Source: an optimization exercise on an open RTL-to-GDS flow (aim: small area, a short achievable clock period and few clock cycles). Production flows keep margins and buffers that such runs may drop. At most, simulation tests tie the RTL to the original design; equivalence was not proved. Only the layout flow was run in runs 4 and 5; the RTL was not checked for function there. Power and IR drop assume default switching activity.

==> design.v <==
package prts_pkg;
    localparam int ID_W        = 16;
    localparam int REP_W       = 16;
    localparam int IN_PERIOD_W = 24;
    localparam int MAX_RESULTS = 16;
    localparam int FIRE_CNT_W  = $clog2(MAX_RESULTS + 1);
    localparam int CMD_W       = 2 + REP_W + ID_W;
    localparam logic [1:0] MODE_ADD_PER = 2'd0;
    localparam logic [1:0] MODE_ADD_REP = 2'd1;
    localparam logic [1:0] MODE_CANCEL  = 2'd2;
    localparam logic [1:0] MODE_TICK    = 2'd3;
    localparam logic [2:0] KIND_ADDED     = 3'd0;
    localparam logic [2:0] KIND_FULL      = 3'd1;
    localparam logic [2:0] KIND_CANCELLED = 3'd2;
    localparam logic [2:0] KIND_UNKNOWN   = 3'd3;
    localparam logic [2:0] KIND_FIRED     = 3'd4;
    typedef struct packed {
        logic [1:0]       mode;
        logic [REP_W-1:0] reps;
        logic [ID_W-1:0]  cancel_id;
    } t_cmd;
    typedef struct packed {
        logic [2:0]      kind;
        logic [ID_W-1:0] id;
        logic            last;
    } t_res;
endpackage
module prts_front #(
    parameter int PERIOD_BITS = 24
) (
    input  logic                              i_clk,
    input  logic                              i_rst_n,
    input  logic                              start,
    input  logic [1:0]                        i_mode,
    input  logic [prts_pkg::IN_PERIOD_W-1:0]  i_period_ms,
    input  logic [prts_pkg::REP_W-1:0]        i_repeat_count,
    input  logic [prts_pkg::ID_W-1:0]         i_cancel_id,
    input  logic                              i_multi,        
    input  logic                              i_multi_n,      
    output logic                              o_busy,
    output logic                              o_h_tick,
    output logic                              o_h_add,
    output logic                              o_h_cancel,
    output logic                              o_h_per_mode,
    output logic                              o_h_every,
    output logic [PERIOD_BITS-1:0]            o_h_arg,
    output logic [prts_pkg::REP_W-1:0]        o_h_reps
);
    logic [PERIOD_BITS-1:0] arg_c;
    logic                   valid_n;
    logic                   per_small;
    assign per_small = (i_period_ms[PERIOD_BITS-1:1] == '0);
    always_comb begin
        if (i_mode == prts_pkg::MODE_CANCEL) begin
            arg_c = PERIOD_BITS'(i_cancel_id);
        end else begin
            arg_c = i_period_ms[PERIOD_BITS-1:0];
        end
    end
    logic h_valid;
    logic hold;
    assign h_valid = o_h_tick || o_h_add || o_h_cancel;
    assign hold    = h_valid && i_multi;
    assign valid_n = hold || start;
    always_ff @(posedge i_clk) begin
        if (!i_rst_n) begin
            o_h_tick   <= 1'b0;
            o_h_add    <= 1'b0;
            o_h_cancel <= 1'b0;
            o_busy     <= 1'b0;
        end else begin
            if (!hold) begin
                o_h_tick   <= start && (i_mode == prts_pkg::MODE_TICK);
                o_h_add    <= start && (i_mode == prts_pkg::MODE_ADD_PER || i_mode == prts_pkg::MODE_ADD_REP);
                o_h_cancel <= start && (i_mode == prts_pkg::MODE_CANCEL);
            end
            o_busy <= valid_n && i_multi_n;
        end
    end
    always_ff @(posedge i_clk) begin
        if (!hold) begin
            o_h_per_mode <= (i_mode == prts_pkg::MODE_ADD_PER);
            o_h_every    <= per_small;
            o_h_arg      <= arg_c;
            o_h_reps     <= i_repeat_count;
        end
    end
endmodule
module prts_back #(
    parameter int NUM_SLOTS   = 16,
    parameter int PERIOD_BITS = 24
) (
    input  logic                       i_clk,
    input  logic                       i_rst_n,
    input  logic                       i_h_tick,
    input  logic                       i_h_add,
    input  logic                       i_h_cancel,
    input  logic                       i_h_per_mode,
    input  logic                       i_h_every,
    input  logic [PERIOD_BITS-1:0]     i_h_per,
    input  logic [prts_pkg::ID_W-1:0]  i_h_cid,
    input  logic [prts_pkg::REP_W-1:0] i_h_reps,
    output logic                       o_multi,
    output logic                       o_multi_n,
    output logic                       o_valid,
    output logic [2:0]                 o_kind,
    output logic [prts_pkg::ID_W-1:0]  o_id,
    output logic                       o_last
);
    localparam int NS = NUM_SLOTS;
    localparam int PB = PERIOD_BITS;
    localparam int IW = prts_pkg::ID_W;
    localparam int RW = prts_pkg::REP_W;
    logic [NS-1:0]    r_active;
    logic [NS-1:0]    r_periodic;
    logic [NS-1:0]    r_every;       
    logic [NS-1:0]    r_due;         
    logic [IW-1:0]    r_ident  [NS];
    logic [PB-1:0]    r_period [NS];
    logic [PB-1:0]    r_cd     [NS];
    logic [RW-1:0]    r_reps   [NS];
    logic [IW-1:0]    r_next_id;
    logic [NS-1:0]    r_fire;        
    logic [NS-1:0]    r_sel;         
    logic             r_multi;       
    logic             r_res_valid;
    logic [2:0]       r_res_kind;
    logic [IW-1:0]    r_res_id;
    logic             do_tick;
    logic             do_add;
    logic             do_cancel;
    assign do_tick   = i_h_tick && !r_multi;
    assign do_add    = i_h_add && !r_multi;
    assign do_cancel = i_h_cancel && !r_multi;
    assign o_multi_n = multi_n;
    assign o_multi   = r_multi;
    logic [NS-1:0]    fire;
    logic [NS-1:0]    rep_zero;
    logic [NS-1:0]    cd_two;
    logic [NS-1:0]    match;
    logic [NS-1:0]    add_sel;
    logic [NS-1:0]    can_sel;
    logic [NS-1:0]    free_v;
    always_comb begin
        for (int s = 0; s < NS; s++) begin
            fire[s]     = r_active[s] && r_due[s];
            rep_zero[s] = (r_reps[s] == '0);
            cd_two[s]   = (r_cd[s] == PB'(2));
            match[s]    = r_active[s] && (r_ident[s] == i_h_cid);
        end
        free_v  = ~r_active;
        add_sel = free_v & (~free_v + 1'b1);
        can_sel = match & (~match + 1'b1);
    end
    for (genvar s = 0; s < NS; s++) begin : g_slot
        always_ff @(posedge i_clk) begin
            if (!i_rst_n) begin
                r_active[s] <= 1'b0;
            end else if (do_add && add_sel[s]) begin
                r_active[s] <= 1'b1;
            end else if (do_cancel && can_sel[s]) begin
                r_active[s] <= 1'b0;
            end else if (do_tick && fire[s] && !r_periodic[s] && rep_zero[s]) begin
                r_active[s] <= 1'b0;
            end
        end
        always_ff @(posedge i_clk) begin
            if (do_add && add_sel[s]) begin
                r_periodic[s] <= i_h_per_mode;
                r_every[s]    <= i_h_every;
                r_ident[s]    <= r_next_id;
                r_period[s]   <= i_h_per;
            end
            if (do_add && add_sel[s]) begin
                r_due[s] <= 1'b1;
            end else if (do_tick) begin
                r_due[s] <= fire[s] ? r_every[s] : cd_two[s];
            end
            if (do_tick) begin
                r_cd[s] <= fire[s] ? r_period[s] : (r_cd[s] - 1'b1);
            end
            if (do_add && add_sel[s]) begin
                r_reps[s] <= i_h_reps;
            end else if (do_tick && fire[s]) begin
                r_reps[s] <= r_reps[s] - 1'b1;
            end
        end
    end
    logic [NS-1:0]    f_rest;
    logic [IW-1:0]    f_id;
    logic [NS-1:0]    fire_n;
    logic             multi_n;
    always_comb begin
        f_rest = r_fire & ~r_sel;
        f_id   = '0;
        for (int s = 0; s < NS; s++) begin
            f_id = f_id | ({IW{r_sel[s]}} & r_ident[s]);
        end
        fire_n  = do_tick ? fire : f_rest;
        multi_n = ((fire_n & (fire_n - 1'b1)) != '0);
    end
    always_ff @(posedge i_clk) begin
        if (!i_rst_n) begin
            r_fire      <= '0;
            r_sel       <= '0;
            r_multi     <= 1'b0;
            r_next_id   <= '0;
            r_res_valid <= 1'b0;
            o_valid     <= 1'b0;
        end else begin
            r_fire      <= fire_n;
            r_sel       <= fire_n & (~fire_n + 1'b1);
            r_multi     <= multi_n;
            if (do_add && free_v != '0) begin
                r_next_id <= r_next_id + 1'b1;
            end
            r_res_valid <= do_add || do_cancel;
            o_valid     <= (r_fire != '0) || r_res_valid;
        end
    end
    always_ff @(posedge i_clk) begin
        if (do_add) begin
            if (free_v != '0) begin
                r_res_kind <= prts_pkg::KIND_ADDED;
                r_res_id   <= r_next_id;
            end else begin
                r_res_kind <= prts_pkg::KIND_FULL;
                r_res_id   <= '0;
            end
        end else begin
            r_res_kind <= (match != '0) ? prts_pkg::KIND_CANCELLED : prts_pkg::KIND_UNKNOWN;
            r_res_id   <= i_h_cid;
        end
        if (r_fire != '0) begin
            o_kind <= prts_pkg::KIND_FIRED;
            o_id   <= f_id;
            o_last <= (f_rest == '0);
        end else begin
            o_kind <= r_res_kind;
            o_id   <= r_res_id;
            o_last <= 1'b1;
        end
    end
endmodule
module periodic_repeat_timer_scheduler #(
    parameter int NUM_SLOTS   = 16,
    parameter int PERIOD_BITS = 24
) (
    input  logic                              i_clk,
    input  logic                              i_rst_n,
    input  logic                              start,
    output logic                              busy,
    input  logic [1:0]                        i_mode,
    input  logic [prts_pkg::IN_PERIOD_W-1:0]  i_period_ms,
    input  logic [prts_pkg::REP_W-1:0]        i_repeat_count,
    input  logic [prts_pkg::ID_W-1:0]         i_cancel_id,
    output logic                              o_valid,
    output logic [2:0]                        o_kind,
    output logic [prts_pkg::ID_W-1:0]         o_result_id,
    output logic                              o_last
);
    logic                   h_tick;
    logic                   h_add;
    logic                   h_cancel;
    logic                   h_per_mode;
    logic                   h_every;
    logic [PERIOD_BITS-1:0] h_arg;
    logic [prts_pkg::REP_W-1:0] h_reps;
    logic                   multi;
    logic                   multi_n;
    prts_front #(
        .PERIOD_BITS (PERIOD_BITS)
    ) u_front (
        .i_clk          (i_clk),
        .i_rst_n        (i_rst_n),
        .start          (start),
        .i_mode         (i_mode),
        .i_period_ms    (i_period_ms),
        .i_repeat_count (i_repeat_count),
        .i_cancel_id    (i_cancel_id),
        .i_multi        (multi),
        .i_multi_n      (multi_n),
        .o_busy         (busy),
        .o_h_tick       (h_tick),
        .o_h_add        (h_add),
        .o_h_cancel     (h_cancel),
        .o_h_per_mode   (h_per_mode),
        .o_h_every      (h_every),
        .o_h_arg        (h_arg),
        .o_h_reps       (h_reps)
    );
    prts_back #(
        .NUM_SLOTS   (NUM_SLOTS),
        .PERIOD_BITS (PERIOD_BITS)
    ) u_back (
        .i_clk       (i_clk),
        .i_rst_n     (i_rst_n),
        .i_h_tick    (h_tick),
        .i_h_add     (h_add),
        .i_h_cancel  (h_cancel),
        .i_h_per_mode(h_per_mode),
        .i_h_every   (h_every),
        .i_h_per     (h_arg),
        .i_h_cid     (h_arg[prts_pkg::ID_W-1:0]),
        .i_h_reps    (h_reps),
        .o_multi     (multi),
        .o_multi_n   (multi_n),
        .o_valid     (o_valid),
        .o_kind      (o_kind),
        .o_id        (o_result_id),
        .o_last      (o_last)
    );
endmodule
==> flow/run.sh <==
#!/bin/bash
# The standard layout, with clock tree synthesis told to cluster up to 28 sinks within 60 um
# per leaf buffer and to add no dummy loads. The make output goes to standard_flow.log; each
# tool's own log is also under orfs/logs/.
set -uo pipefail
bash standard.sh \
  "CTS_ARGS=-sink_clustering_enable -repair_clock_nets -dont_use_dummy_load -sink_clustering_size 28 -sink_clustering_max_diameter 60" \
  finish > standard_flow.log 2>&1
==> standard.sh <==
#!/bin/bash
# synth_recipe.tcl (not shown) runs the flow's synth.tcl, then flattens the netlist and writes it again
# the make line also repeats each setting of config.mk as NAME=value (left out here)
make -C /OpenROAD-flow-scripts/flow DESIGN_CONFIG=/design/flow/config.mk WORK_HOME=/design/flow/orfs CLKGATE_MAP_FILE= SYNTH_SCRIPT=/design/flow/synth_recipe.tcl "${@:-finish}"
==> config.mk <==
export PLATFORM = sky130hd
export DESIGN_NAME = periodic_repeat_timer_scheduler
export DESIGN_NICKNAME = periodic_repeat_timer_scheduler
export VERILOG_FILES = /design/flow/design.v
export SDC_FILE = /design/flow/constraint.sdc
export NUM_CORES = 4
export LEC_CHECK = 0
export CAP_MARGIN = 20
export CORE_MARGIN = 2
export CORE_UTILIZATION = 40
export SETUP_SLACK_MARGIN = 4.7
export SLEW_MARGIN = 20
==> constraint.sdc <==
create_clock -name core_clock -period 7.5 [get_ports {i_clk}]
set_input_delay 1.5000 -clock core_clock [delete_from_list [all_inputs] [get_ports {i_clk}]]
set_output_delay 1.5000 -clock core_clock [all_outputs]
set_load 0.01 [all_outputs]
==> run notes, run 1 <==
# rows=roughly 150; latest clock arrival within the worst-skew pair=0.80 ns; Synth Flop Type=edfxtp_1; Tot GR Track Use=0.2316; layout cells sized above 1=0.07662; critical path peak fanout=17; DRT Wirelength=206,000 um; core area=roughly 170,000 um^2; Die W=416.9 um; Leak=23.93 nW; total grt overflow=0; final setup violation count=0; Clock Pin Slew Worst Setup and Hold Paths=~0.07 ns; die area=173,800 um^2; Placement Setup Slack=3.449 ns; Final WS setup=4.714 ns; initial antenna violation count=15; Die H=416.9 um; first-pass GRT wire length=298,500 um; data arrival time of the worst path=3.46 ns; IO buf count=82; Min-Delay Path Depth=2; Setup Crit Path Kind=reg2reg; via/cell ratio=5.774; commonest cells in the synthesized netlist=edfxtp_1, nand2_1, o21ai_0, xor2_1, xnor2_1; global placement routability congestion=about 1.0; Worst Hold Margin=between 0.4 and 0.5 ns; number of max-cap violations=0; number of synthesized flops with an enable pin=1,354; synthesized area per cell=11.84 um^2; Final Max Tran Viols=0; Hold Crit Class=reg2reg; FFs w/ async S/R, synth=0; synth warn=6; worst slew pin tran=1.309 ns; r2r endpoint=u_back.r_active[14]$_SDFFE_PN0P_; Hold Buf Count CTS=0; crit path time final=around 2.8 ns; Synth area leader=edfxtp_1; Critical Path End Type=flop; Yosys top cell area share=0.5963; io pins=between 80 and 90; status=timing/DRC/antenna clean; crit path launch type=flop; reg2reg start=u_front.o_h_arg[15]$_DFFE_PN_; Synth Cell Area=between 60,000 and 70,000 um^2; Required @ worst endpoint=between 8 and 9 ns; R2R cell count=9; placed wire-length estimate=129,400 um; TNS Setup=0 ns; clock sinks=1,478; Final Hold Viols=0; H-tree levels=3; Netlist cell types=72; pwr dens=201.6 nW/um^2; sequential-to-total area share from yosys stat=0.6327; Layout area overhead=11.04%; Total Power=0.01526 W; Slew headroom=0.1265; worst hold path startpoint=u_back.r_period[0][10]$_DFFE_PP_; Synth area leaders=edfxtp_1, xor2_1, xnor2_1; Yosys reg bits=1,478; most common cell in the synthesized netlist=edfxtp_1; vias in the first global route=around 45,000; largest net degree at the start of global routing=108; Max Clock Skew=0.1067 ns; CTS Buffer Depth=3; Initial Utilization=0.4028; Non-Filler Instances=8,041; VDD IR-drop max=0.0002136 V; Syn Nets=roughly 5,900; TritonCTS clock tree=done; DR vias=between 40,000 and 50,000; unrepaired setup endpoints after global routing=true; FF-to-FF setup slack=approximately 4.7 ns; Root Driver=clkbuf_16; fin nets=5,933; Post-Place Cells=7,901; Iteration-0 DRC Markers=5,540; antenna viol nets, final=0; CTS Buf Count=between 100 and 150; crit share post-route=0.3714; Wirelength per Cell=25.62 um; hold worst-path end=u_back.r_cd[0][10]$_DFFE_PP_; Post-Synthesis Cells=~5,800; final routed DRC violation total=0; first drt pass iteration count=6; Max Clk Rate=around 0.36 GHz
-- final cells by class --
type / instances / area (um^2)
Antenna cell: 2 / 5.005
Clock buffer: 116 / 2903
Fill cell: 15409 / 93570
Inverter: 96 / 436.7
Multi-Input combinational cell: 3913 / 24170
Sequential cell: 1478 / 43190
Tap cell: 2218 / 2775
Timing Repair Buffer: 218 / 2231
-- power breakdown --
group,internal (W),switching [W]
clock network,0.00270,0.00279
logic,0.000204,0.000458
registers,0.00902,0.0000863
-- worst max-delay path by stage --
stage	start	endpoint	slack (ns)	cells after the start
floorplan	u_front.o_h_tick$_SDFFE_PN0N_	u_front.o_h_tick$_SDFFE_PN0N_	4.65	3
global placement	u_front.o_h_add$_SDFFE_PN0N_	u_back.r_reps[9][8]$_DFFE_PP_	3.57	9
detailed placement	u_front.o_h_add$_SDFFE_PN0N_	u_back.r_reps[8][7]$_DFFE_PP_	3.45	9
CTS	u_back.o_id[12]$_DFF_P_	o_result_id[12]	4.66	1
global route	u_back.r_reps[1][4]$_DFFE_PP_	u_back.r_active[1]$_SDFFE_PN0P_	4.66	7
finish	u_front.o_h_arg[15]$_DFFE_PN_	u_back.r_active[14]$_SDFFE_PN0P_	4.71	9
-- worst max-delay path, cell delays in order (launching register included) --
cell      delay, ns
edfxtp_1       0.41
buf_12         0.16
buf_4          0.26
xor2_1         0.24
nor4_1         0.33
nand3_1        0.13
or4b_2         0.71
nand4_1        0.17
nand3b_1       0.13
o311a_1        0.17
-- placed cells by master (no fill, tap or decap), drive strengths merged, types with 10 or more instances in the layout --
master	count
or2	10
edfxtp	1354
nor3b	14
or4	67
or3	64
and3	14
ha	49
and2	36
nand3b	43
xnor2	389
a21o	14
a21boi	13
inv	94
nor4	168
xor2	410
a221oi	22
o21a	14
o41ai	11
a22oi	85
nor3	232
nand3	86
buf	150
a21oi	146
clkdlybuf4s50	59
clkbuf	119
mux2	21
a31oi	23
nand2	765
o22a	15
dfxtp	124
nor2b	50
nand2b	48
a22o	38
nand4	74
nor2	387
nand4b	10
o21ai	529
-- cell families (layout without fill, tap and decap cells) --
group	Yosys count	after routing	synth area share
AOI/OAI and AO/OA	949	949	0.08153
xor gates and xnor gates	799	799	0.1026
adders and majority gates	49	49	0.008992
buffers and inverters	369	430	0.02142
DFF	1478	1478	0.6327
muxes	30	30	0.004790
other	0	2	0
and+or+nand+nor	2085	2086	0.1479
-- sequential cells by signal, indices dropped and copies added, names as in the netlist, 24 cells and up --
signal and flops:
u_front.o_h_arg 24, u_back.r_reps 256, u_back.r_period 384, u_back.r_ident 256
u_back.r_cd 384
-- layer usage --
| layer | global-route usage | vias up | routed length (um) |
|---|---|---|---|
| li1 | - | 20975 | - |
| met1 | 0.3073 | 22883 | 83760 |
| met2 | 0.3743 | 2086 | 96000 |
| met3 | 0.03649 | 482 | 16470 |
| met4 | 0.1056 | 6 | 9744 |
| met5 | 0 | - | 62 |
-- what timing repair did --
action	in CTS	in global routing
setup buffers	11	6
endpoints found under the setup margin	983	286
cloned	5	0
pin swaps	4	4
resized for setup	205	80
-- through the flow --
stage                 util  cell area [um^2]
floorplan                -             68340
global placement    0.4239             71750
detailed placement  0.4241             71790
CTS                 0.4449             75310
global route        0.4472             75710
finish              0.4473             75710
Testbench counts, summed over its fixed seeds: cycles 32,247.
==> run 2, diff against run 1 <==
==> flow/run.sh (replaced) <==
#!/bin/bash
# The standard layout, with clock tree synthesis told to cluster up to 30 sinks within 70 um
# per leaf buffer and to add no dummy loads. The make output goes to standard_flow.log; each
# tool's own log is also under orfs/logs/.
set -uo pipefail
bash standard.sh \
  "CTS_ARGS=-sink_clustering_enable -repair_clock_nets -dont_use_dummy_load -sink_clustering_size 30 -sink_clustering_max_diameter 70" \
  finish > standard_flow.log 2>&1
==> run notes, run 2 <==
Total Power=0.01482 W (was 0.01526 W); Yosys top cell area share=0.5963 (unchanged); clock sinks=1,478 (unchanged); most common cell after layout, fill and taps aside=edfxtp_1 (unchanged); IO buf count=82 (unchanged); initial antenna violation count=15 (unchanged); Final Max Tran Viols=0 (unchanged); Iteration-0 DRC Markers=5,644 (was 5,540); first-pass GRT wire length=297,800 um (was 298,500 um); Syn Nets=5,869 (unchanged); TritonCTS clock tree=done (unchanged); # rows=151 (unchanged); final routed DRC violation total=0 (unchanged); Post-Synthesis Cells=5,759 (unchanged); final setup violation count=0 (unchanged); largest registers=u_back.r_cd (384), u_back.r_period (384) (unchanged); total grt overflow=0 (unchanged); FFs w/ async S/R, synth=0 (unchanged); CTS Buffer Depth=3 (unchanged); Seq pwr share=0.614 (was 0.597); Die W=416.9 um (unchanged); fin nets=5,918 (was 5,933); FF-to-FF setup slack=4.72 ns (was 4.71 ns); Synth Flop Type=edfxtp_1 (unchanged); DRT Wirelength=205,700 um (was 206,000 um); Max Clock Skew=0.08458 ns (was 0.1067 ns); Leak=23.70 nW (was 23.93 nW); via/cell ratio=5.763 (was 5.774); Clock Pin Slew Worst Setup and Hold Paths=0.10 ns (was 0.07 ns); Synth area leader=edfxtp_1 (unchanged); Netlist cell types=72 (unchanged); Yosys reg bits=1,478 (unchanged); Slew headroom=0.1246 (was 0.1265); wire length on met1=83,700 um (was 83,760 um); clock share of power=0.341 (was 0.360); critical path peak fanout=22 (was 17); Worst Hold Margin=0.4641 ns (was 0.4737 ns); Required @ worst endpoint=8.13 ns (was 8.18 ns); die area=173,800 um^2 (unchanged); Layout area overhead=10.40% (was 11.04%); Wirelength per Cell=25.63 um (was 25.62 um); Tot GR Track Use=0.2311 (was 0.2316); Root Driver=clkbuf_16 (unchanged); worst slew pin tran=1.311 ns (was 1.309 ns); synthesized area per cell=11.84 um^2 (unchanged); io pins=83 (unchanged); Gate power share=0.045 (was 0.043); crit share post-route=0.3711 (was 0.3714); latest clock arrival within the worst-skew pair=0.76 ns (was 0.80 ns); Initial Utilization=0.4028 (unchanged); storage element area=43,190 um^2 (unchanged); switching portion of total power=0.2193 (was 0.2187); first drt pass iteration count=6 (unchanged); core area=169,300 um^2 (unchanged); Synth Cell Area=68,180 um^2 (unchanged); unrepaired setup endpoints after global routing=true (unchanged); largest net degree at the start of global routing=143 (was 108); VDD IR-drop max=0.0001872 V (was 0.0002136 V); placed wire-length estimate=129,400 um (unchanged); Die H=416.9 um (unchanged); pwr dens=196.9 nW/um^2 (was 201.6 nW/um^2); most common cell in the synthesized netlist=edfxtp_1 (unchanged); Synth area leaders=edfxtp_1, xor2_1, xnor2_1 (unchanged); DR vias=46,252 (was 46,432); TNS Setup=0 ns (unchanged); Hold Crit Class=reg2reg (unchanged); antenna viol nets, final=0 (unchanged); fin util=0.4447 (was 0.4473); crit path time final=2.783 ns (was 2.786 ns); Setup Crit Path Kind=reg2reg (unchanged); WL met3=16,190 um (was 16,470 um); commonest non-fill, non-tap cells in the layout=edfxtp_1, nand2_1, o21ai_0, xor2_1, xnor2_1 (unchanged); Final Hold Viols=0 (unchanged); synth warn=6 (unchanged); status=timing/DRC/antenna clean (unchanged); sequential-to-total area share from yosys stat=0.6327 (unchanged); Critical Path End Type=flop (unchanged); global placement routability congestion=1.007 (unchanged); Top Metal Used=met5 (unchanged); commonest cells in the synthesized netlist=edfxtp_1, nand2_1, o21ai_0, xor2_1, xnor2_1 (unchanged); H-tree levels=3 (unchanged); CTS Buf Count=100 (was 116); number of synthesized flops with an enable pin=1,354 (unchanged); layout cells sized above 1=0.07458 (was 0.07662); vias in the first global route=44,369 (was 44,537); P_int=0.01157 W (was 0.01192 W); Max Clk Rate=0.3593 GHz (was 0.3590 GHz); crit path launch type=flop (unchanged); wire length on met2=95,230 um (was 96,000 um); number of max-cap violations=0 (unchanged); area of the multi-input gates=24,180 um^2 (was 24,170 um^2); switching power=0.003250 W (was 0.003338 W); data arrival time of the worst path=3.41 ns (was 3.46 ns); fillers=15,436 (was 15,409)
-- run 2: cell counts after synthesis --
Identical to the previous run, type by type.
-- run 2: path summary, 6_finish.rpt --
kind	startpoint	end	cells after the start
max	u_front.o_h_arg[0]$_DFFE_PN_	u_back.r_res_kind[0]$_DFF_P_	10
min reg2reg	u_back.r_res_id[15]$_DFF_P_	u_back.o_id[15]$_DFF_P_	1
min	u_back.r_res_id[15]$_DFF_P_	u_back.o_id[15]$_DFF_P_	1
max reg2reg	u_front.o_h_arg[0]$_DFFE_PN_	u_back.r_res_kind[0]$_DFF_P_	10
-- run 2: cell families after synthesis --
kind of cell               after synthesis  synth area share
muxes                                   30          0.004790
AOI/OAI and AO/OA                      949           0.08153
adders and majority gates               49          0.008992
xor gates and xnor gates               799            0.1026
buffers and inverters                  369           0.02142
DFF                                   1478            0.6327
and+or+nand+nor                       2085            0.1479
-- run 2: power groups by stage --
stage / Sequential [W] / Combinational (W) / Clock, W
2_1_floorplan: 0.00927 / 0.000292 / 0
3_3_place_gp: 0.00929 / 0.000624 / 0
3_5_place_dp: 0.00929 / 0.000629 / 0
4_1_cts: 0.00910 / 0.000647 / 0.00514
5_1_grt: 0.00911 / 0.000687 / 0.00539
6_report: 0.00910 / 0.000662 / 0.00505
-- run 2: worst max-delay path, cell delays in order (launching register included) --
cell and delay (ns):
edfxtp_1 0.36, buf_4 0.31, xnor2_1 0.53, nand4_1 0.19
nor4_2 0.50, buf_4 0.19, and3_1 0.19, nor4_2 0.07
buf_4 0.15, nand4_1 0.08, a21oi_1 0.07
-- run 2: repair_timing --
action | CTS | global route
pin swaps | 4 | 3
setup buffers | 12 | 6
gates cloned | 4 | 1
setup endpoints to repair | 977 | 189
hold buffers | 0 | 0
gates resized for setup | 208 | 72
-- run 2: final cells by class --
type                            instances  share of cell area
Sequential cell                      1478              0.5738
Multi-Input combinational cell       3913              0.3212
Tap cell                             2218             0.03687
Clock buffer                          100             0.03324
Timing Repair Buffer                  219             0.02905
Inverter                               96            0.005768
Antenna cell                            2          0.00006648
-- run 2: per-stage QoR --
stage,area [um^2],setup slack (ns),instances
global route,75270,4.689,8024
finish,75280,4.717,8026
floorplan,68340,4.654,5759
global placement,71750,3.574,7900
detailed placement,71790,3.449,7901
CTS,74890,4.701,8017
-- run 2: layer usage --
metal,track usage,vias to the layer above
li1,-,20947
met5,0,-
met2,0.3735,2105
met1,0.3061,22696
met3,0.03553,502
met4,0.1079,2
==> run 3, diff against run 2 <==
==> flow/run.sh (replaced) <==
#!/bin/bash
# The standard layout, with clock tree synthesis told to cluster up to 25 sinks within 60 um
# per leaf buffer and to add no dummy loads. The make output goes to standard_flow.log; each
# tool's own log is also under orfs/logs/.
set -uo pipefail
bash standard.sh \
  "CTS_ARGS=-sink_clustering_enable -repair_clock_nets -dont_use_dummy_load -sink_clustering_size 25 -sink_clustering_max_diameter 60" \
  finish > standard_flow.log 2>&1
==> run notes, run 3 <==
via/cell ratio=5.774 (was 5.763); fillers=15,409 (was 15,436); most common cell after layout, fill and taps aside=edfxtp_1 (unchanged); crit share post-route=0.3714 (was 0.3711); Root Driver=clkbuf_16 (unchanged); Max Clock Skew=0.1067 ns (was 0.08458 ns); unrepaired setup endpoints after global routing=true (unchanged); Synth Cell Area=68,180 um^2 (unchanged); Wirelength per Cell=25.62 um (was 25.63 um); final routed DRC violation total=0 (unchanged); Die H=416.9 um (unchanged); Layout area overhead=11.04% (was 10.40%); Synth area leaders=edfxtp_1, xor2_1, xnor2_1 (unchanged); Slew headroom=0.1265 (was 0.1246); Initial Utilization=0.4028 (unchanged); placed wire-length estimate=129,400 um (unchanged); crit path launch type=flop (unchanged); initial antenna violation count=15 (unchanged); final setup violation count=0 (unchanged); FFs w/ async S/R, synth=0 (unchanged); latest clock arrival within the worst-skew pair=0.80 ns (was 0.76 ns); die area=173,800 um^2 (unchanged); Non-Filler Instances=8,041 (was 8,026); Setup Crit Path Kind=reg2reg (unchanged); Synth area leader=edfxtp_1 (unchanged); total grt overflow=0 (unchanged); Hold Crit Class=reg2reg (unchanged); Tot GR Track Use=0.2316 (was 0.2311); Synth Flop Type=edfxtp_1 (unchanged); R2R cell count=9 (was 10); VDD IR-drop max=0.0002136 V (was 0.0001872 V); Total Power=0.01526 W (was 0.01482 W); status=timing/DRC/antenna clean (unchanged); global placement routability congestion=1.007 (unchanged); core area=169,300 um^2 (unchanged); most common cell in the synthesized netlist=edfxtp_1 (unchanged); sequential-to-total area share from yosys stat=0.6327 (unchanged); Yosys top cell area share=0.5963 (unchanged); Leak=23.93 nW (was 23.70 nW); Die W=416.9 um (unchanged); largest registers=u_back.r_cd (384), u_back.r_period (384) (unchanged); Post-Place Cells=7,901 (unchanged); first-pass GRT wire length=298,500 um (was 297,800 um); IO buf count=82 (unchanged); Critical Path End Type=flop (unchanged); Iteration-0 DRC Markers=5,540 (was 5,644); commonest cells in the synthesized netlist=edfxtp_1, nand2_1, o21ai_0, xor2_1, xnor2_1 (unchanged); data arrival time of the worst path=3.46 ns (was 3.41 ns); Hold Buf Count CTS=0 (unchanged); number of max-cap violations=0 (unchanged); antenna viol nets, final=0 (unchanged); DR vias=46,432 (was 46,252); vias in the first global route=44,537 (was 44,369); Post-Synthesis Cells=5,759 (unchanged); synthesized area per cell=11.84 um^2 (unchanged); Yosys reg bits=1,478 (unchanged); CTS Buffer Depth=3 (unchanged); Syn Nets=5,869 (unchanged); critical path peak fanout=17 (was 22); Max Clk Rate=0.3590 GHz (was 0.3593 GHz); TritonCTS clock tree=done (unchanged); first drt pass iteration count=6 (unchanged); DRT Wirelength=206,000 um (was 205,700 um); Netlist cell types=72 (unchanged); Required @ worst endpoint=8.18 ns (was 8.13 ns); clock sinks=1,478 (unchanged); io pins=83 (unchanged); worst slew pin tran=1.309 ns (was 1.311 ns); synth warn=6 (unchanged); fin nets=5,933 (was 5,918); # rows=151 (unchanged); commonest non-fill, non-tap cells in the layout=edfxtp_1, nand2_1, o21ai_0, xor2_1, xnor2_1 (unchanged); Clock Pin Slew Worst Setup and Hold Paths=0.07 ns (was 0.10 ns); pwr dens=201.6 nW/um^2 (was 196.9 nW/um^2); CTS Buf Count=116 (was 100); layout cells sized above 1=0.07662 (was 0.07458); crit path time final=2.786 ns (was 2.783 ns); number of synthesized flops with an enable pin=1,354 (unchanged); H-tree levels=3 (unchanged); largest net degree at the start of global routing=108 (was 143); Final Hold Viols=0 (unchanged); TNS Setup=0 ns (unchanged); Final Max Tran Viols=0 (unchanged); Min-Delay Path Depth=2 (was 1)
-- run 3: cell counts after synthesis --
Identical to the previous run, type by type.
-- run 3: cell type report --
| cell class | instances | area (um^2) | share of cell area |
|---|---|---|---|
| Multi-Input combinational cell | 3913 | 24170 | 0.3192 |
| Inverter | 96 | 436.7 | 0.005767 |
| Antenna cell | 2 | 5.005 | 0.00006610 |
| Clock buffer | 116 | 2903 | 0.03834 |
| Timing Repair Buffer | 218 | 2231 | 0.02947 |
| Tap cell | 2218 | 2775 | 0.03665 |
| Sequential cell | 1478 | 43190 | 0.5705 |
-- run 3: cells by family (layout without fill, tap and decap cells) --
kind of cell,Yosys count,in the layout,synth area share
compound gates,949,949,0.08153
fa+ha+maj,49,49,0.008992
mux,30,30,0.004790
buf+inv,369,430,0.02142
xor+xnor,799,799,0.1026
flops,1478,1478,0.6327
simple gates,2085,2086,0.1479
other cells,0,2,0
-- run 3: metrics by stage --
step	instance area (um^2)	setup slack (ns)	utilization	hold slack, ns
6_report	75710	4.714	0.4473	0.4737
5_1_grt	75710	4.658	0.4472	0.4920
4_1_cts	75310	4.662	0.4449	0.4803
3_5_place_dp	71790	3.449	0.4241	0.4637
3_3_place_gp	71750	3.574	0.4239	0.4649
2_1_floorplan	68340	4.654	-	0.3936
-- run 3: layer usage --
metal,GRT usage,part of all wire,up-vias
met5,0,0.00030,-
met4,0.1056,0.047,6
met3,0.03649,0.080,482
met2,0.3743,0.47,2086
met1,0.3073,0.41,22883
li1,-,-,20975
-- run 3: worst paths after layout --
path	startpoint	endpoint	slack, ns
worst max-delay path	u_front.o_h_arg[15]$_DFFE_PN_	u_back.r_active[14]$_SDFFE_PN0P_	4.71
worst min-delay path	u_back.r_period[0][10]$_DFFE_PP_	u_back.r_cd[0][10]$_DFFE_PP_	0.47
worst max register to register	u_front.o_h_arg[15]$_DFFE_PN_	u_back.r_active[14]$_SDFFE_PN0P_	4.71
worst min register to register	u_back.r_period[0][10]$_DFFE_PP_	u_back.r_cd[0][10]$_DFFE_PP_	0.47
-- run 3: worst max-delay path, cell delays in order, from the launching register on --
cell and delay, ns:
edfxtp_1 0.41, buf_12 0.16, buf_4 0.26, xor2_1 0.24
nor4_1 0.33, nand3_1 0.13, or4b_2 0.71, nand4_1 0.17
nand3b_1 0.13, o311a_1 0.17
-- run 3: report_power, final --
group	switching, W	internal (W)	leakage [nW]
registers	0.0000863	0.00902	13.7
clock network	0.00279	0.00270	1.43
logic	0.000458	0.000204	8.75
total	0.00334	0.0119	23.9
-- run 3: timing repair --
item / CTS / global route
endpoints found under the setup margin: 983 / 286
gates resized for setup: 205 / 80
setup buffers: 11 / 6
pin swaps: 4 / 4
cloned: 5 / 0
==> run 4, diff against run 3 <==
--- a/design.v
+++ b/design.v
@@ -38,6 +38,7 @@
     input  logic                              i_multi,        
     input  logic                              i_multi_n,      
     output logic                              o_busy,
+    output logic                              o_take,         
     output logic                              o_h_tick,
     output logic                              o_h_add,
     output logic                              o_h_cancel,
@@ -62,6 +63,7 @@
     assign h_valid = o_h_tick || o_h_add || o_h_cancel;
     assign hold    = h_valid && i_multi;
     assign valid_n = hold || start;
+    assign o_take  = !hold;
     always_ff @(posedge i_clk) begin
         if (!i_rst_n) begin
             o_h_tick   <= 1'b0;
@@ -99,6 +101,8 @@
     input  logic                       i_h_every,
     input  logic [PERIOD_BITS-1:0]     i_h_per,
     input  logic [prts_pkg::ID_W-1:0]  i_h_cid,
+    input  logic                       i_take,
+    input  logic [prts_pkg::ID_W-1:0]  i_cancel_id,
     input  logic [prts_pkg::REP_W-1:0] i_h_reps,
     output logic                       o_multi,
     output logic                       o_multi_n,
@@ -120,6 +124,7 @@
     logic [PB-1:0]    r_cd     [NS];
     logic [RW-1:0]    r_reps   [NS];
     logic [IW-1:0]    r_next_id;
+    logic [NS-1:0]    r_cmatch;      
     logic [NS-1:0]    r_fire;        
     logic [NS-1:0]    r_sel;         
     logic             r_multi;       
@@ -146,7 +151,7 @@
             fire[s]     = r_active[s] && r_due[s];
             rep_zero[s] = (r_reps[s] == '0);
             cd_two[s]   = (r_cd[s] == PB'(2));
-            match[s]    = r_active[s] && (r_ident[s] == i_h_cid);
+            match[s]    = r_active[s] && r_cmatch[s];
         end
         free_v  = ~r_active;
         add_sel = free_v & (~free_v + 1'b1);
@@ -154,6 +159,15 @@
     end
     for (genvar s = 0; s < NS; s++) begin : g_slot
         always_ff @(posedge i_clk) begin
+            if (i_take) begin
+                if (do_add && add_sel[s]) begin
+                    r_cmatch[s] <= (r_next_id == i_cancel_id);
+                end else begin
+                    r_cmatch[s] <= (r_ident[s] == i_cancel_id);
+                end
+            end
+        end
+        always_ff @(posedge i_clk) begin
             if (!i_rst_n) begin
                 r_active[s] <= 1'b0;
             end else if (do_add && add_sel[s]) begin
@@ -267,6 +281,7 @@
     logic [PERIOD_BITS-1:0] h_arg;
     logic [prts_pkg::REP_W-1:0] h_reps;
     logic                   multi;
+    logic                   take;
     logic                   multi_n;
     prts_front #(
         .PERIOD_BITS (PERIOD_BITS)
@@ -281,6 +296,7 @@
         .i_multi        (multi),
         .i_multi_n      (multi_n),
         .o_busy         (busy),
+        .o_take         (take),
         .o_h_tick       (h_tick),
         .o_h_add        (h_add),
         .o_h_cancel     (h_cancel),
@@ -302,6 +318,8 @@
         .i_h_every   (h_every),
         .i_h_per     (h_arg),
         .i_h_cid     (h_arg[prts_pkg::ID_W-1:0]),
+        .i_take      (take),
+        .i_cancel_id (i_cancel_id),
         .i_h_reps    (h_reps),
         .o_multi     (multi),
         .o_multi_n   (multi_n),
==> run notes, run 4 <==
status=timing/DRC/antenna clean (unchanged); layout cells sized above 1=0.1021 (was 0.07662); Netlist cell types=64 (was 72); commonest cells in the synthesized netlist=edfxtp_1, nand2_1, xnor2_1, o21ai_0, nor2_1 (was edfxtp_1, nand2_1, o21ai_0, xor2_1, xnor2_1); VDD IR-drop max=0.0001752 V (was 0.0002136 V); synthesized area per cell=11.89 um^2 (was 11.84 um^2); fin util=0.4568 (was 0.4473); FFs w/ async S/R, synth=0 (unchanged); largest net degree at the start of global routing=79 (was 108); DRT Wirelength=213,500 um (was 206,000 um); unrepaired setup endpoints after global routing=true (unchanged); first drt pass iteration count=6 (unchanged); Initial Utilization=0.4029 (was 0.4028); Placement Setup Slack=3.119 ns (was 3.449 ns); Iteration-0 DRC Markers=6,217 (was 5,540); Synth area leaders=edfxtp_1, xnor2_1, nand2_1 (was edfxtp_1, xor2_1, xnor2_1); crit path launch type=flop (unchanged); latest clock arrival within the worst-skew pair=0.76 ns (was 0.80 ns); largest registers=u_back.r_cd (384), u_back.r_period (384) (unchanged); pwr dens=196.3 nW/um^2 (was 201.6 nW/um^2); Tot GR Track Use=0.2335 (was 0.2316); Hold Crit Class=reg2reg (unchanged); Leak=24.08 nW (was 23.93 nW); # rows=151 (unchanged); Synth area leader=edfxtp_1 (unchanged); placed wire-length estimate=127,200 um (was 129,400 um); switching portion of total power=0.2148 (was 0.2187); global placement routability congestion=1.006 (was 1.007); clock share of power=0.354 (was 0.360); Slowest cell on crit path=or4_4 (was or4b_2); Final WS setup=4.567 ns (was 4.714 ns); CP bufs+invs=6 (was 2); Max Clock Skew=0.08089 ns (was 0.1067 ns); Top Family by Delay on Critical Path=simple AND/OR/NAND/NOR gates (unchanged); vias in the first global route=43,634 (was 44,537); Final Max Tran Viols=0 (unchanged); H-tree levels=3 (unchanged); Synth Cell Area=68,360 um^2 (was 68,180 um^2); fin nets=6,065 (was 5,933); Top cell by count, worst path=buf_12; Clock Pin Slew Worst Setup and Hold Paths=0.08 ns (was 0.07 ns); Gate power share=0.043 (about the same); sequential-to-total area share from yosys stat=0.6381 (was 0.6327); Syn Nets=5,860 (was 5,869); total grt overflow=0 (unchanged); Critical Path End Type=flop (unchanged); Required @ worst endpoint=7.95 ns (was 8.18 ns); via/cell ratio=5.774 (about the same); Layout area overhead=13.36% (was 11.04%); crit path time final=2.933 ns (was 2.786 ns); design area=77,500 um^2 (was 75,710 um^2); switching power=0.003267 W (was 0.003338 W); antenna viol nets, final=0 (unchanged); data arrival time of the worst path=3.38 ns (was 3.46 ns); synth warn=6 (unchanged); first-pass GRT wire length=299,100 um (was 298,500 um); delay of the slowest critical-path stage=0.57 ns (was 0.71 ns); Max Clk Rate=0.3409 GHz (was 0.3590 GHz); P_int=0.01194 W (was 0.01192 W); final setup violation count=0 (unchanged); clock sinks=1,494 (was 1,478); IO buf count=82 (unchanged); critical path peak fanout=8 (was 17); Die H=417.4 um (was 416.9 um); io pins=83 (unchanged); die area=174,200 um^2 (was 173,800 um^2); initial antenna violation count=11 (was 15); Post-DP Area=72,010 um^2 (was 71,790 um^2); core area=169,700 um^2 (was 169,300 um^2); Synth Flop Type=edfxtp_1 (unchanged); crit share post-route=0.3911 (was 0.3714); Wirelength per Cell=26.13 um (was 25.62 um); Root Driver=clkbuf_16 (unchanged); TNS Setup=0 ns (unchanged); CP Cell Sequence=and2b_4 -> clkinvlp_4 -> or4_4 -> nor2_4 -> nand3_2 -> or3_4 -> buf_12 -> clkinvlp_4 -> buf_12 -> buf_6 -> buf_12 (was buf_12 -> buf_4 -> xor2_1 -> nor4_1 -> nand3_1 -> or4b_2 -> nand4_1 -> nand3b_1 -> o311a_1); most common cell after layout, fill and taps aside=edfxtp_1 (unchanged); Hold Buf Count CTS=0 (unchanged); Die W=417.4 um (was 416.9 um); CTS Buffer Depth=3 (unchanged); Yosys reg bits=1,494 (was 1,478); fillers=15,435 (was 15,409); Setup Crit Path Kind=reg2reg (unchanged); TritonCTS clock tree=done (unchanged); number of synthesized flops with an enable pin=1,370 (was 1,354); DR vias=47,189 (was 46,432); most common cell in the synthesized netlist=edfxtp_1 (unchanged); Final Hold Viols=0 (unchanged); Seq pwr share=0.604 (was 0.597); worst slew pin tran=1.270 ns (was 1.309 ns); final routed DRC violation total=0 (unchanged); commonest non-fill, non-tap cells in the layout=edfxtp_1, nand2_1, xnor2_1, o21ai_0, nor2_1 (was edfxtp_1, nand2_1, o21ai_0, xor2_1, xnor2_1); Yosys top cell area share=0.6018 (was 0.5963); Slew headroom=0.1519 (was 0.1265); Post-Synthesis Cells=5,750 (was 5,759); CTS Buf Count=112 (was 116); Worst Hold Margin=0.4336 ns (was 0.4737 ns); number of max-cap violations=0 (unchanged)
-- run 4: through the flow --
stage          std cells  power, W
6_report            8172   0.01521
5_1_grt             8171   0.01560
4_1_cts             8070   0.01524
3_5_place_dp        7905  0.009953
3_3_place_gp        7904  0.009950
2_1_floorplan       5750  0.009616
-- run 4: cells by family (layout without fill, tap and decap cells) --
kind of cell	after synthesis	count (layout)	share of synthesized area
other	0	1	0
muxes	21	21	0.003404
and+or+nand+nor	2059	2061	0.1439
xor gates and xnor gates	799	799	0.1024
DFF	1494	1494	0.6381
buffers and inverters	367	568	0.02063
adders and majority gates	50	50	0.009114
AOI/OAI and AO/OA	960	960	0.08249
-- run 4: tightest hold or removal path, delay by kind of cell (launching register included) --
family | cells | cell delay (ns)
flops | 1 | 0.31
buf+inv | 1 | 0.04
simple gates | 1 | 0.03
-- run 4: final timing paths --
check	startpoint	to	slack, ns	cells past startpoint
hold reg to reg	u_back.r_res_kind[1]$_DFF_P_	u_back.o_kind[1]$_SDFF_PN0_	0.43	2
setup reg to reg	u_back.r_multi$_SDFF_PN0_	u_back.r_period[15][20]$_DFFE_PP_	4.57	11
setup / recovery	u_back.r_multi$_SDFF_PN0_	u_back.r_period[15][20]$_DFFE_PP_	4.57	11
hold / removal	u_back.r_res_kind[1]$_DFF_P_	u_back.o_kind[1]$_SDFF_PN0_	0.43	2
-- run 4: cell type report --
type,instances,area [um^2],area share
repair inverters,7,52.55,0.0006781
repair buffers,360,3815,0.04922
multi-input cells,3891,23960,0.3092
flip-flops and latches,1494,43650,0.5632
clock buffers,112,2803,0.03616
inverters,89,436.7,0.005634
well taps,2218,2775,0.03581
diodes,1,2.502,0.00003229
-- run 4: layer usage --
| layer | vias up | wire [um] | track usage |
|---|---|---|---|
| met5 | - | 75 | 0 |
| met4 | 2 | 7803 | 0.07361 |
| met3 | 414 | 24580 | 0.05721 |
| met2 | 2359 | 92820 | 0.3539 |
| met1 | 23202 | 88250 | 0.3299 |
| li1 | 21212 | - | - |
-- run 4: what timing repair did --
| action | in CTS | in global routing |
|---|---|---|
| endpoints found under the setup margin | 1263 | 566 |
| gates cloned | 14 | 14 |
| pin swaps | 8 | 12 |
| buffers inserted | 39 | 86 |
| gates resized for setup | 232 | 124 |
-- run 4: power groups by stage --
stage	clock [W]	combinational [W]	sequential (W)
2_1_floorplan	0	0.000251	0.00937
3_3_place_gp	0	0.000581	0.00937
3_5_place_dp	0	0.000584	0.00937
4_1_cts	0.00546	0.000595	0.00918
5_1_grt	0.00574	0.000667	0.00919
6_report	0.00538	0.000647	0.00919
==> run 5, diff against run 4 <==
==> run.sh (new file) <==
#!/bin/bash
# synth_recipe.tcl (not shown) runs the flow's synth.tcl, then flattens the netlist and writes it again
# the make line also repeats each setting of config.mk as NAME=value (left out here)
make -C /OpenROAD-flow-scripts/flow DESIGN_CONFIG=/design/flow/config.mk WORK_HOME=/design/flow/orfs CLKGATE_MAP_FILE= SYNTH_SCRIPT=/design/flow/synth_recipe.tcl finish
--- a/config.mk
+++ b/config.mk
@@ -8,5 +8,7 @@
 export CAP_MARGIN = 20
 export CORE_MARGIN = 2
 export CORE_UTILIZATION = 40
+export CTS_CLUSTER_DIAMETER = 60
+export CTS_CLUSTER_SIZE = 25
 export SETUP_SLACK_MARGIN = 4.7
 export SLEW_MARGIN = 20
removed: flow/run.sh
removed: standard.sh
==> run notes, run 5 <==
most common cell in the synthesized netlist=edfxtp_1 (unchanged); vias in the first global route=43,645 (was 43,634); Gate power share=0.037 (was 0.043); DR vias=47,422 (was 47,189); initial antenna violation count=14 (was 11); commonest non-fill, non-tap cells in the layout=edfxtp_1, nand2_1, xnor2_1, o21ai_0, nor2_1 (unchanged); unrepaired setup endpoints after global routing=true (unchanged); crit share post-route=0.3899 (was 0.3911); critical path peak fanout=7 (was 8); # rows=151 (unchanged); P_int=0.01255 W (was 0.01194 W); latest clock arrival within the worst-skew pair=0.79 ns (was 0.76 ns); Root Driver=clkbuf_16 (unchanged); Setup crit start=u_back.r_multi$_SDFF_PN0_ (unchanged); Synth area leader=edfxtp_1 (unchanged); Wirelength per Cell=25.99 um (was 26.13 um); pwr dens=211.3 nW/um^2 (was 196.3 nW/um^2); Final Max Tran Viols=0 (unchanged); most common cell after layout, fill and taps aside=edfxtp_1 (unchanged); layout cells sized above 1=0.1091 (was 0.1021); crit path launch type=flop (unchanged); worst slew pin tran=1.205 ns (was 1.270 ns); Synth Flop Type=edfxtp_1 (unchanged); r2r endpoint=u_back.r_period[15][17]$_DFFE_PP_ (was u_back.r_period[15][20]$_DFFE_PP_); Post-Place Cells=7,905 (unchanged); adder-cell share of the synthesized area=0.009114 (unchanged); Post-Synth XOR/XNOR Area=0.1024 (unchanged); TritonCTS clock tree=done (unchanged); clock share of power=0.409 (was 0.354); Post-DP Area=72,010 um^2 (unchanged); Max Clock Skew=0.05016 ns (was 0.08089 ns); fin nets=6,016 (was 6,065); Final Hold Viols=0 (unchanged); Hold Buf Count CTS=0 (unchanged); via/cell ratio=5.763 (was 5.774); Yosys reg bits=1,494 (unchanged); Seq pwr share=0.554 (was 0.604); Critical Path End Type=flop (unchanged); FFs w/ async S/R, synth=0 (unchanged); first-pass GRT wire length=300,200 um (was 299,100 um); largest family of logic cells by synthesized area=simple AND/OR/NAND/NOR gates (unchanged); sequential-to-total area share from yosys stat=0.6381 (unchanged); total grt overflow=0 (unchanged); Yosys top cell area share=0.6018 (unchanged); Max Clk Rate=0.3420 GHz (was 0.3409 GHz); synth warn=6 (unchanged); VDD IR-drop max=0.0001949 V (was 0.0001752 V); Tot GR Track Use=0.2341 (was 0.2335); final routed DRC violation total=0 (unchanged); Slew headroom=0.1970 (was 0.1519); Post-Synthesis Cells=5,750 (unchanged); IO buf count=82 (unchanged); design area=78,440 um^2 (was 77,500 um^2); final setup violation count=0 (unchanged); R2R cell count=11 (unchanged); reg2reg start=u_back.r_multi$_SDFF_PN0_ (unchanged); Leak=24.41 nW (was 24.08 nW); Hold Crit Class=reg2reg (unchanged); Die H=417.4 um (unchanged); FF-to-FF setup slack=4.58 ns (was 4.57 ns); global placement routability congestion=1.006 (unchanged); mux contribution to synthesized area=0.003404 (unchanged); CTS Buffer Depth=3 (unchanged); number of max-cap violations=0 (unchanged); switching power=0.004030 W (was 0.003267 W); data arrival time of the worst path=3.43 ns (was 3.38 ns); Synth Area in Simple Gates=0.1439 (unchanged); TNS Setup=0 ns (unchanged); Synth area leaders=edfxtp_1, xnor2_1, nand2_1 (unchanged); placed wire-length estimate=127,200 um (unchanged); Clock Pin Slew Worst Setup and Hold Paths=0.09 ns (was 0.08 ns); io pins=83 (unchanged); Setup Crit Path Kind=reg2reg (unchanged); Initial Utilization=0.4029 (unchanged); Required @ worst endpoint=8.00 ns (was 7.95 ns); Critical Path Sink=u_back.r_period[15][17]$_DFFE_PP_ (was u_back.r_period[15][20]$_DFFE_PP_); Worst Hold Margin=0.4358 ns (was 0.4336 ns); Syn Nets=5,860 (unchanged); CTS Buf Count=112 (unchanged); Layout area overhead=14.74% (was 13.36%); synthesized area per cell=11.89 um^2 (unchanged); number of synthesized flops with an enable pin=1,370 (unchanged); crit path time final=2.924 ns (was 2.933 ns); DRT Wirelength=213,800 um (was 213,500 um); commonest cells in the synthesized netlist=edfxtp_1, nand2_1, xnor2_1, o21ai_0, nor2_1 (unchanged); Netlist cell types=64 (unchanged); switching portion of total power=0.2431 (was 0.2148); Synth Area in Compound Gates=0.08249 (unchanged); antenna viol nets, final=0 (unchanged); status=timing/DRC/antenna clean (unchanged); first drt pass iteration count=6 (unchanged); largest net degree at the start of global routing=79 (unchanged); clock sinks=1,494 (unchanged); die area=174,200 um^2 (unchanged); Iteration-0 DRC Markers=6,405 (was 6,217); Die W=417.4 um (unchanged); Synth Cell Area=68,360 um^2 (unchanged); core area=169,700 um^2 (unchanged); fin util=0.4624 (was 0.4568); H-tree levels=3 (unchanged); largest registers=u_back.r_cd (384), u_back.r_period (384) (unchanged); Non-Filler Instances=8,228 (was 8,172)
-- run 5: cell families after synthesis --
logic type                 Yosys count
AOI/OAI and AO/OA                  960
and+or+nand+nor                   2059
muxes                               21
buffers and inverters              367
xor gates and xnor gates           799
DFF                               1494
adders and majority gates           50
-- run 5: worst min path at each step --
stage          cells after the start  slack (ns)                         start                     endpoint
2_1_floorplan                      2        0.39  u_back.r_res_kind[0]$_DFF_P_  u_back.o_kind[0]$_SDFF_PN0_
3_3_place_gp                       2        0.41  u_back.r_res_kind[1]$_DFF_P_  u_back.o_kind[1]$_SDFF_PN0_
3_5_place_dp                       2        0.40  u_back.r_res_kind[1]$_DFF_P_  u_back.o_kind[1]$_SDFF_PN0_
4_1_cts                            2        0.41  u_back.r_res_kind[1]$_DFF_P_  u_back.o_kind[1]$_SDFF_PN0_
5_1_grt                            2        0.43  u_back.r_res_kind[1]$_DFF_P_  u_back.o_kind[1]$_SDFF_PN0_
6_report                           2        0.44  u_back.r_res_kind[1]$_DFF_P_  u_back.o_kind[1]$_SDFF_PN0_
-- run 5: metrics by stage --
step	worst slack [ns]	power [W]
2_1_floorplan	4.691	0.009616
3_3_place_gp	3.137	0.009950
3_5_place_dp	3.119	0.009953
4_1_cts	4.459	0.01664
5_1_grt	4.543	0.01700
6_report	4.576	0.01658
-- run 5: cell type report --
| type | count | area [um^2] |
|---|---|---|
| diodes | 5 | 12.51 |
| clock buffers | 119 | 2902 |
| clock inverters | 94 | 1272 |
| fillers | 15310 | 91220 |
| inverters | 89 | 452.9 |
| multi-input cells | 3892 | 23950 |
| flip-flops and latches | 1494 | 43650 |
| well taps | 2218 | 2775 |
| repair buffers | 309 | 3367 |
| repair inverters | 8 | 58.81 |
-- run 5: critical path, cell delays in order, from the launching register on --
cell        delay [ns]
dfxtp_4           0.36
and2b_4           0.26
clkinvlp_4        0.11
or4_4             0.56
nor2_4            0.10
nand3_2           0.09
or3_4             0.42
buf_12            0.16
clkinvlp_4        0.20
buf_12            0.16
buf_12            0.10
buf_16            0.12
-- run 5: what timing repair did --
action / CTS / global route
setup endpoints to repair: 1271 / 578
pin swaps: 6 / 11
resized for setup: 228 / 129
setup buffers: 26 / 48
cloned: 15 / 16
-- run 5: metal layers --
layer	share of wire	global-route usage	wire length [um]
met1	0.42	0.3349	90300
met5	0	0	0
met2	0.44	0.3533	93180
met4	0.037	0.07954	7948
met3	0.10	0.04953	22390
-- run 5: power groups by stage --
stage | Sequential (W) | Combinational, W | Clock (W)
after floorplan | 0.00937 | 0.000251 | 0
after global placement | 0.00937 | 0.000581 | 0
after detailed placement | 0.00937 | 0.000584 | 0
after CTS | 0.00918 | 0.000587 | 0.00687
after global routing | 0.00919 | 0.000639 | 0.00717
final | 0.00918 | 0.000618 | 0.00678
==> run 6, diff against run 5 <==
--- a/design.v
+++ b/design.v
@@ -38,7 +38,6 @@
     input  logic                              i_multi,        
     input  logic                              i_multi_n,      
     output logic                              o_busy,
-    output logic                              o_take,         
     output logic                              o_h_tick,
     output logic                              o_h_add,
     output logic                              o_h_cancel,
@@ -63,7 +62,6 @@
     assign h_valid = o_h_tick || o_h_add || o_h_cancel;
     assign hold    = h_valid && i_multi;
     assign valid_n = hold || start;
-    assign o_take  = !hold;
     always_ff @(posedge i_clk) begin
         if (!i_rst_n) begin
             o_h_tick   <= 1'b0;
@@ -101,8 +99,6 @@
     input  logic                       i_h_every,
     input  logic [PERIOD_BITS-1:0]     i_h_per,
     input  logic [prts_pkg::ID_W-1:0]  i_h_cid,
-    input  logic                       i_take,
-    input  logic [prts_pkg::ID_W-1:0]  i_cancel_id,
     input  logic [prts_pkg::REP_W-1:0] i_h_reps,
     output logic                       o_multi,
     output logic                       o_multi_n,
@@ -124,7 +120,6 @@
     logic [PB-1:0]    r_cd     [NS];
     logic [RW-1:0]    r_reps   [NS];
     logic [IW-1:0]    r_next_id;
-    logic [NS-1:0]    r_cmatch;      
     logic [NS-1:0]    r_fire;        
     logic [NS-1:0]    r_sel;         
     logic             r_multi;       
@@ -151,7 +146,7 @@
             fire[s]     = r_active[s] && r_due[s];
             rep_zero[s] = (r_reps[s] == '0);
             cd_two[s]   = (r_cd[s] == PB'(2));
-            match[s]    = r_active[s] && r_cmatch[s];
+            match[s]    = r_active[s] && (r_ident[s] == i_h_cid);
         end
         free_v  = ~r_active;
         add_sel = free_v & (~free_v + 1'b1);
@@ -159,15 +154,6 @@
     end
     for (genvar s = 0; s < NS; s++) begin : g_slot
         always_ff @(posedge i_clk) begin
-            if (i_take) begin
-                if (do_add && add_sel[s]) begin
-                    r_cmatch[s] <= (r_next_id == i_cancel_id);
-                end else begin
-                    r_cmatch[s] <= (r_ident[s] == i_cancel_id);
-                end
-            end
-        end
-        always_ff @(posedge i_clk) begin
             if (!i_rst_n) begin
                 r_active[s] <= 1'b0;
             end else if (do_add && add_sel[s]) begin
@@ -281,7 +267,6 @@
     logic [PERIOD_BITS-1:0] h_arg;
     logic [prts_pkg::REP_W-1:0] h_reps;
     logic                   multi;
-    logic                   take;
     logic                   multi_n;
     prts_front #(
         .PERIOD_BITS (PERIOD_BITS)
@@ -296,7 +281,6 @@
         .i_multi        (multi),
         .i_multi_n      (multi_n),
         .o_busy         (busy),
-        .o_take         (take),
         .o_h_tick       (h_tick),
         .o_h_add        (h_add),
         .o_h_cancel     (h_cancel),
@@ -318,8 +302,6 @@
         .i_h_every   (h_every),
         .i_h_per     (h_arg),
         .i_h_cid     (h_arg[prts_pkg::ID_W-1:0]),
-        .i_take      (take),
-        .i_cancel_id (i_cancel_id),
         .i_h_reps    (h_reps),
         .o_multi     (multi),
         .o_multi_n   (multi_n),
==> flow/run.sh (new file) <==
#!/bin/bash
# The standard layout, with the port buffers inserted as buf_4 cells (the flow then resizes
# them), and clock tree synthesis told to cluster up to 25 sinks within 60 um per leaf buffer
# and to add no dummy loads. The make output goes to standard_flow.log; each tool's own log
# is also under orfs/logs/.
set -uo pipefail
bash standard.sh \
  "BUFFER_PORTS_ARGS=-buffer_cell sky130_fd_sc_hd__buf_4" \
  "CTS_ARGS=-sink_clustering_enable -repair_clock_nets -dont_use_dummy_load -sink_clustering_size 25 -sink_clustering_max_diameter 60" \
  finish > standard_flow.log 2>&1
==> standard.sh (new file) <==
#!/bin/bash
# synth_recipe.tcl (not shown) runs the flow's synth.tcl, then flattens the netlist and writes it again
# the make line also repeats each setting of config.mk as NAME=value (left out here)
make -C /OpenROAD-flow-scripts/flow DESIGN_CONFIG=/design/flow/config.mk WORK_HOME=/design/flow/orfs CLKGATE_MAP_FILE= SYNTH_SCRIPT=/design/flow/synth_recipe.tcl "${@:-finish}"
--- a/config.mk
+++ b/config.mk
@@ -7,8 +7,7 @@
 export LEC_CHECK = 0
 export CAP_MARGIN = 20
 export CORE_MARGIN = 2
-export CORE_UTILIZATION = 40
-export CTS_CLUSTER_DIAMETER = 60
-export CTS_CLUSTER_SIZE = 25
-export SETUP_SLACK_MARGIN = 4.7
+export CORE_UTILIZATION = 60
+export PLACE_DENSITY = 0.7
+export SETUP_SLACK_MARGIN = 4.8
 export SLEW_MARGIN = 20
removed: run.sh
==> run notes, run 6 <==
status=timing/DRC/antenna clean (unchanged); Clock Pin Slew Worst Setup and Hold Paths=0.07 ns (was 0.09 ns); Hold Crit Class=reg2reg (unchanged); Final Hold Viols=0 (unchanged); DR vias=47,407 (was 47,422); largest net degree at the start of global routing=135 (was 79); Setup Crit Path Kind=reg2out (was reg2reg); Final WS setup=4.740 ns (was 4.576 ns); DRT Wirelength=199,400 um (was 213,800 um); Hold Buf Count CTS=0 (unchanged); most common cell after layout, fill and taps aside=edfxtp_1 (unchanged); delay of the slowest critical-path stage=0.41 ns (was 0.56 ns); Top Family by Delay on Critical Path=flip-flops (was simple AND/OR/NAND/NOR gates); number of synthesized flops with an enable pin=1,354 (was 1,370); Root Driver=clkbuf_16 (unchanged); Max Clock Skew=0.05896 ns (was 0.05016 ns); Syn Nets=5,869 (was 5,860); global placement routability congestion=1.032 (was 1.006); Slowest cell on crit path=dfxtp_4 (was or4_4); latest clock arrival within the worst-skew pair=0.73 ns (was 0.79 ns); CP bufs+invs=1 (was 6); CP Cell Sequence=buf_6 (was and2b_4 -> clkinvlp_4 -> or4_4 -> nor2_4 -> nand3_2 -> or3_4 -> buf_12 -> clkinvlp_4 -> buf_12 -> buf_12 -> buf_16); Slew headroom=0.1982 (was 0.1970); Final Max Tran Viols=0 (unchanged); Yosys top cell area share=0.5963 (was 0.6018); most common cell in the synthesized netlist=edfxtp_1 (unchanged); first drt pass iteration count=6 (unchanged); Leak=24.13 nW (was 24.41 nW); Wirelength per Cell=27.18 um (was 25.99 um); synthesized area per cell=11.84 um^2 (was 11.89 um^2); fillers=8,394 (was 15,310); die area=116,300 um^2 (was 174,200 um^2); Synth Flop Type=edfxtp_1 (unchanged); Layout area overhead=10.04% (was 14.74%); sequential-to-total area share from yosys stat=0.6327 (was 0.6381); TNS Setup=0 ns (unchanged); clock sinks=1,478 (was 1,494); Synth area leaders=edfxtp_1, xor2_1, xnor2_1 (was edfxtp_1, xnor2_1, nand2_1); Required @ worst endpoint=6.00 ns (was 8.00 ns); design area=75,030 um^2 (was 78,440 um^2); Yosys reg bits=1,478 (was 1,494); unrepaired setup endpoints after global routing=true (unchanged); Tot GR Track Use=0.3336 (was 0.2341); layout cells sized above 1=0.09446 (was 0.1091); io pins=83 (unchanged); TritonCTS clock tree=done (unchanged); Iteration-0 DRC Markers=6,804 (was 6,405); commonest non-fill, non-tap cells in the layout=edfxtp_1, nand2_1, o21ai_0, xor2_1, xnor2_1 (was edfxtp_1, nand2_1, xnor2_1, o21ai_0, nor2_1); via/cell ratio=6.463 (was 5.763); crit share post-route=0.3680 (was 0.3899); IO buf count=82 (unchanged); Die W=341.1 um (was 417.4 um); total grt overflow=0 (unchanged); final setup violation count=0 (unchanged); Die H=341.1 um (was 417.4 um); antenna viol nets, final=0 (unchanged); Max Clk Rate=0.3623 GHz (was 0.3420 GHz); VDD IR-drop max=0.0002286 V (was 0.0001949 V); fin nets=5,945 (was 6,016); crit path launch type=flop (unchanged); worst slew pin tran=1.201 ns (was 1.205 ns); crit path time final=2.760 ns (was 2.924 ns); critical path peak fanout=1 (was 7); placed wire-length estimate=125,200 um (was 127,200 um); commonest cells in the synthesized netlist=edfxtp_1, nand2_1, o21ai_0, xor2_1, xnor2_1 (was edfxtp_1, nand2_1, xnor2_1, o21ai_0, nor2_1); Netlist cell types=72 (was 64); Initial Utilization=0.6052 (was 0.4029); number of max-cap violations=0 (unchanged); pwr dens=201.5 nW/um^2 (was 211.3 nW/um^2); vias in the first global route=44,537 (was 43,645); final routed DRC violation total=0 (unchanged); first-pass GRT wire length=287,000 um (was 300,200 um); core area=112,700 um^2 (was 169,700 um^2); Critical Path End Type=output port (was flop); synth warn=6 (unchanged); CTS Buffer Depth=3 (unchanged); Post-DP Area=70,660 um^2 (was 72,010 um^2); CTS Buf Count=114 (was 112); Placement Setup Slack=3.627 ns (was 3.119 ns); Post-Synthesis Cells=5,759 (was 5,750); Synth area leader=edfxtp_1 (unchanged); FFs w/ async S/R, synth=0 (unchanged); largest registers=u_back.r_cd (384), u_back.r_period (384) (unchanged); data arrival time of the worst path=1.26 ns (was 3.43 ns); Synth Cell Area=68,180 um^2 (was 68,360 um^2); initial antenna violation count=11 (was 14); H-tree levels=3 (unchanged); # rows=123 (was 151)
==> run 6: cell count changes in the layout (fill, tap and decap cells not counted), sizes merged, moves of 30 or more <==
cell / previous run / this run
clkinv: 42 / 0
nor3: 157 / 232
nand2: 804 / 765
inv: 127 / 96
nand4: 104 / 74
xnor2: 550 / 389
clkdlybuf4s50: 55 / 0
xor2: 249 / 410
nor2: 431 / 388
==> run 6: layout make-up <==
type / count / area (um^2) / share of cell area
Inverter: 96 / 415.4 / 0.005537
Tap cell: 1500 / 1877 / 0.02501
Sequential cell: 1478 / 43200 / 0.5758
Antenna cell: 2 / 5.005 / 0.00006671
Timing Repair inverter: 1 / 8.758 / 0.0001167
Multi-Input combinational cell: 3916 / 24360 / 0.3247
Timing Repair Buffer: 228 / 2303 / 0.03070
Clock buffer: 114 / 2853 / 0.03802
==> run 6: layer usage <==
layer,track usage,vias up,part of all wire
met3,0.07247,509,0.11
met4,0.1326,4,0.046
met2,0.5047,2666,0.44
met1,0.4739,23221,0.40
li1,-,21007,-
met5,0,-,0.00013
==> run 6: report_power, final <==
group	switching (W)	leakage (nW)	internal, W
Clock	0.00270	1.40	0.00266
Sequential	0.0000969	13.7	0.00902
Combinational	0.000435	8.98	0.000208
==> run 6: final timing paths <==
check	from	endpoint	slack, ns	cells past startpoint
min	u_back.r_res_kind[1]$_DFF_P_	u_back.o_kind[1]$_SDFF_PN0_	0.46	2
min reg2reg	u_back.r_res_kind[1]$_DFF_P_	u_back.o_kind[1]$_SDFF_PN0_	0.46	2
max reg2reg	u_back.r_active[12]$_SDFFE_PN0P_	u_back.r_next_id[11]$_SDFFE_PN0P_	4.74	8
max	u_front.o_busy$_SDFF_PN0_	busy	4.74	1
==> run 6: worst reg2reg max path, stage by stage, from the launching register on <==
cell	delay (ns)
dfxtp_1	0.78
nand2_1	0.39
nor3_1	0.39
a21oi_2	0.10
buf_4	0.26
and3_1	0.34
nand4_1	0.14
xnor2_1	0.07
and2_1	0.17
==> run 6: repair_timing <==
action,in CTS,in global routing
pin swaps,8,11
gates cloned,3,8
buffers inserted,14,14
gates resized for setup,149,117
setup endpoints to repair,825,573
==> run 6: stage by stage <==
step / total power (W) / utilization / hold slack [ns] / cells
6_report: 0.01512 / 0.6660 / 0.4562 / 7335
5_1_grt: 0.01546 / 0.6660 / 0.4784 / 7333
4_1_cts: 0.01514 / 0.6592 / 0.4608 / 7309
3_5_place_dp: 0.009879 / 0.6272 / 0.4409 / 7178
3_3_place_gp: 0.009868 / 0.6268 / 0.4502 / 7175
2_1_floorplan: 0.009559 / - / 0.3936 / 5759
==> run 6: cells by family after synthesis <==
logic type / synth area share
muxes: 0.004790
xor gates and xnor gates: 0.1026
and+or+nand+nor: 0.1479
DFF: 0.6327
AOI/OAI and AO/OA: 0.08153
buffers and inverters: 0.02142
adders and majority gates: 0.008992
Testbench counts of run 6, summed over its fixed seeds: cycles 32,247.

[static timing again, ports no longer ideal]
In the flow no input, the clock included, has a driving cell. The finished layouts below were timed again as built, in two steps. Step 1: set_driving_cell puts a clkbuf_16 on i_clk and a buf_2 on each other input, an assumption about the parent block. Step 2 times the ports against the registers' clock, not the clock port: input delays grow and output delays shrink by t, the midpoint of the rising clock arrivals with the driver on. a / b / c = ideal ports / drivers / drivers and shift; a / b = the first two.
run	shift t [ns]	setup WS [ns]	worst register clock-pin slew, ns
run 1	0.841	4.714 / 4.638 / 4.122	0.09 / 0.09
run 2	0.814	4.717 / 4.659 / 4.166	0.12 / 0.12
run 3	0.841	4.714 / 4.638 / 4.122	0.09 / 0.09
run 4	0.809	4.567 / 4.567 / 3.924	0.10 / 0.10
run 5	0.841	4.576 / 4.576 / 3.922	0.10 / 0.10
run 6	0.784	4.740 / 4.658 / 4.627	0.09 / 0.09
After both steps every run listed still meets setup and hold. For run 5, which loses most, drivers alone change the setup slack by 0.000 ns; drivers and shift together by -0.654 ns.
